From an optimization exercise on the open Yosys and OpenROAD flow, aimed at small area and a short achievable clock period; shortcuts taken in it are not production practice.
Where RTL was checked, it was by simulation tests only, not by an equivalence proof against the original.
No activity file was given, so power comes from the tool's default toggle rates.

// scopeCore
module scopeCore (
	input logic clk_flash,
	input logic rstN,
	input logic [4*8-1:0] flashData,  
	input logic [8-1:0] threshLow,  
	input logic [8-1:0] threshHigh,
	input logic fallingEdge,
	input logic [(10 + 1)-1:0] tot,
	input logic [4-1:0] chanEnable,
	input logic [1:0] coinReq,
	input logic [8-1:0] holdTime,
	input logic allowSameChan,
	input logic noSelfTrig,
	input logic isFirst,
	input logic isLast,
	input logic [1:0] trigIn,  
	input logic startTrigger,
	input logic [10-1:0] triggerPoint,
	input logic [10-1:0] nsmp,
	input logic [5-1:0] downsample,
	input logic highRes,
	output logic [1:0] trigOut,  
	output logic trigger,
	output logic [4-1:0] inRange,  
	output logic acquiring,
	output logic dataReady,
	output logic [10-1:0] wrAddress,
	output logic [10-1:0] trigPointAddr,
	output logic [4*8-1:0] dout  
);
==> module acquireControl, before the edit <==
module acquireControl (
	input logic clk_flash,
	input logic rstN,
	input logic startTrigger,  
	input logic trigger,  
	input logic [10-1:0] triggerPoint,  
	input logic [10-1:0] nsmp,  
	input logic [5-1:0] downsample,  
	output logic dsGo,  
	output logic acquiring,
	output logic [10-1:0] wrAddress,  
	output logic [10-1:0] trigPointAddr,  
	output logic dataReady  
);
	localparam logic [1:0] INIT = 2'd0;  
	localparam logic [1:0] PREACQ = 2'd1;  
	localparam logic [1:0] WAITING = 2'd2;  
	localparam logic [1:0] POSTACQ = 2'd3;  
	localparam int DW = 22 + 1;
	localparam int AW = 10;
	function automatic logic [10-1:0] incA(input logic [10-1:0] a);
		logic [10-1:0] r;
		for (int i = 0; i < 10; i++)
			r[i] = a[i] ^ (&(a | ~((AW'(1) << i) - AW'(1))));
		incA = r;
	endfunction
	function automatic logic [22:0] incD(input logic [22:0] a);
		logic [22:0] r;
		for (int i = 0; i <= 22; i++)
			r[i] = a[i] ^ (&(a | ~((DW'(1) << i) - DW'(1))));
		incD = r;
	endfunction
	logic [1:0] state;
	logic [10-1:0] sampleCount;  
	logic [22:0] dsCount;
	logic [31:0] dsSel;  
	logic atTrigPoint;  
	logic atEnd;  
	logic postDone;  
	logic wrStep;  
	logic [10-1:0] wrNext;  
	logic trigCapture;  
	always_comb begin
		dsSel = {32{dsCount[22]}};  
		dsSel[22:1] = dsCount[22:1];
		dsSel[0] = 1'b1;
	end
	logic [3:0] dsLo;  
	logic [7:0] dsHi;  
	logic [7:0] dsGrp;  
	always_comb begin
		for (int i = 0; i < 4; i++) dsLo[i] = (downsample[1:0] == 2'(i));
		for (int h = 0; h < 8; h++) dsHi[h] = (downsample[4:2] == 3'(h));
		for (int h = 0; h < 8; h++) dsGrp[h] = |(dsSel[4*h +: 4] & dsLo);
	end
	assign dsGo = |(dsGrp & dsHi);
	assign atTrigPoint = (sampleCount == triggerPoint);
	assign atEnd = (sampleCount == nsmp);
	assign postDone = (state == POSTACQ) && atEnd;
	assign wrStep = dsGo && (state != INIT) && !postDone;
	assign wrNext = wrStep ? incA(wrAddress) : wrAddress;
	always_ff @(posedge clk_flash) begin
		if (!rstN || dsGo) begin
			dsCount <= {{22{1'b0}}, 1'b1};
		end else begin
			dsCount <= incD(dsCount);
		end
	end
	always_ff @(posedge clk_flash) begin
		if (!rstN) begin
			state <= INIT;
			acquiring <= 1'b0;
			dataReady <= 1'b0;
			wrAddress <= '0;
			sampleCount <= '0;
		end else begin
			wrAddress <= wrNext;
			case (state)
				INIT: begin
					if (startTrigger) begin
						sampleCount <= '0;
						acquiring <= 1'b1;
						dataReady <= 1'b0;
						state <= PREACQ;
					end
				end
				PREACQ: begin
					if (atTrigPoint) begin
						state <= WAITING;
					end else if (dsGo) begin
						sampleCount <= incA(sampleCount);
					end
				end
				WAITING: begin
					if (trigger) begin
						sampleCount <= triggerPoint;
						state <= POSTACQ;
					end
				end
				default: begin
					if (atEnd) begin
						acquiring <= 1'b0;
						dataReady <= 1'b1;
						state <= INIT;
					end else if (dsGo) begin
						sampleCount <= incA(sampleCount);
					end
				end
			endcase
		end
	end
	always_ff @(posedge clk_flash) begin
		trigCapture <= rstN && state == WAITING && trigger;
		if (trigCapture) begin
			trigPointAddr <= wrAddress;
		end
	end
endmodule
Settings: LEC_CHECK=0, ABC_AREA=1, CAP_MARGIN=20, CORE_MARGIN=2, CORE_UTILIZATION=60, SETUP_SLACK_MARGIN=3.1, SLEW_MARGIN=20, TNS_END_PERCENT=1; clock period 5.0 ns.
standard.sh (not shown) runs the stock make flow with config.mk's settings and CLKGATE_MAP_FILE= SYNTH_SCRIPT=/design/flow/synth_recipe.tcl, a recipe that flattens the netlist after the stock synthesis.
==> flow/flow/run.sh <==
#!/bin/bash
# Layout flow: the standard ORFS flow (standard synthesis included), with the
# ports buffered by a plain buffer instead of the weakest delay cell;
# nothing else changed.
set -euo pipefail
export BUFFER_PORTS_ARGS="-buffer_cell sky130_fd_sc_hd__buf_2"

bash standard.sh finish > make_finish.log 2>&1
Rerun with:
--- a/flow/design.v
+++ b/flow/design.v
@@ -213,9 +213,9 @@
 	assign dsGo = |(dsGrp & dsHi);
 	assign atTrigPoint = (sampleCount == triggerPoint);
 	assign atEnd = (sampleCount == nsmp);
 	assign postDone = (state == POSTACQ) && atEnd;
-	assign wrStep = dsGo && (state != INIT) && !postDone;
+	assign wrStep = dsGo && acquiring && !postDone;
 	assign wrNext = wrStep ? incA(wrAddress) : wrAddress;
 	always_ff @(posedge clk_flash) begin
 		if (!rstN || dsGo) begin
 			dsCount <= {{22{1'b0}}, 1'b1};
Effect:
- The changed run passed the timing, design-rule and antenna checks
- total power went up by 3.0%
- maximum frequency is higher by 13%
- register-to-register slack is better by 0.13 ns
- wire length falls by 4.8%
- critical path depth drops by 9
- non-clock buffer count shrinks by 41
- worst hold slack got worse by 0.031 ns
- combinational power rises by about 3%
- area after synthesis came out higher by about 1%
- via count goes down by 1.1%
- first-iteration DRC count went down by about 18%
- global-route usage went down by 0.33 points
- clock skew is about the same
- utilization decreases by 1.4 points
Only the layout flow was run in the first run of this note; the RTL was not checked for function there.

==> static timing again, ports no longer ideal <==
How much do the figures lean on ideal ports? The routed layouts below were timed once more, with nothing changed but the port constraints.
Step 1, drivers: a clkbuf_16 drives clk_flash and a buf_2 each remaining input, both assumed.
Step 2 moves the port delays by t, midway between the first and last clock arrival at a register: inputs arrive t later, outputs are due t later. That takes back most of the time a late clock gives input paths.
Three values: ideal ports, drivers, drivers and shift; two values: the first two.
run	shift t [ns]	slack for setup (ns)	latest minus earliest clock arrival (ns)	pins driven straight from the clock port
the first run	0.624	2.625 / 2.656 / 2.032	0.018 / 0.018	1
the second run	0.608	2.891 / 2.839 / 2.291	0.017 / 0.018	1
After both steps setup and hold are still met in every run listed. The setup slack of the second run, which loses most, moves by -0.052 ns with the drivers and by -0.600 ns with both steps.
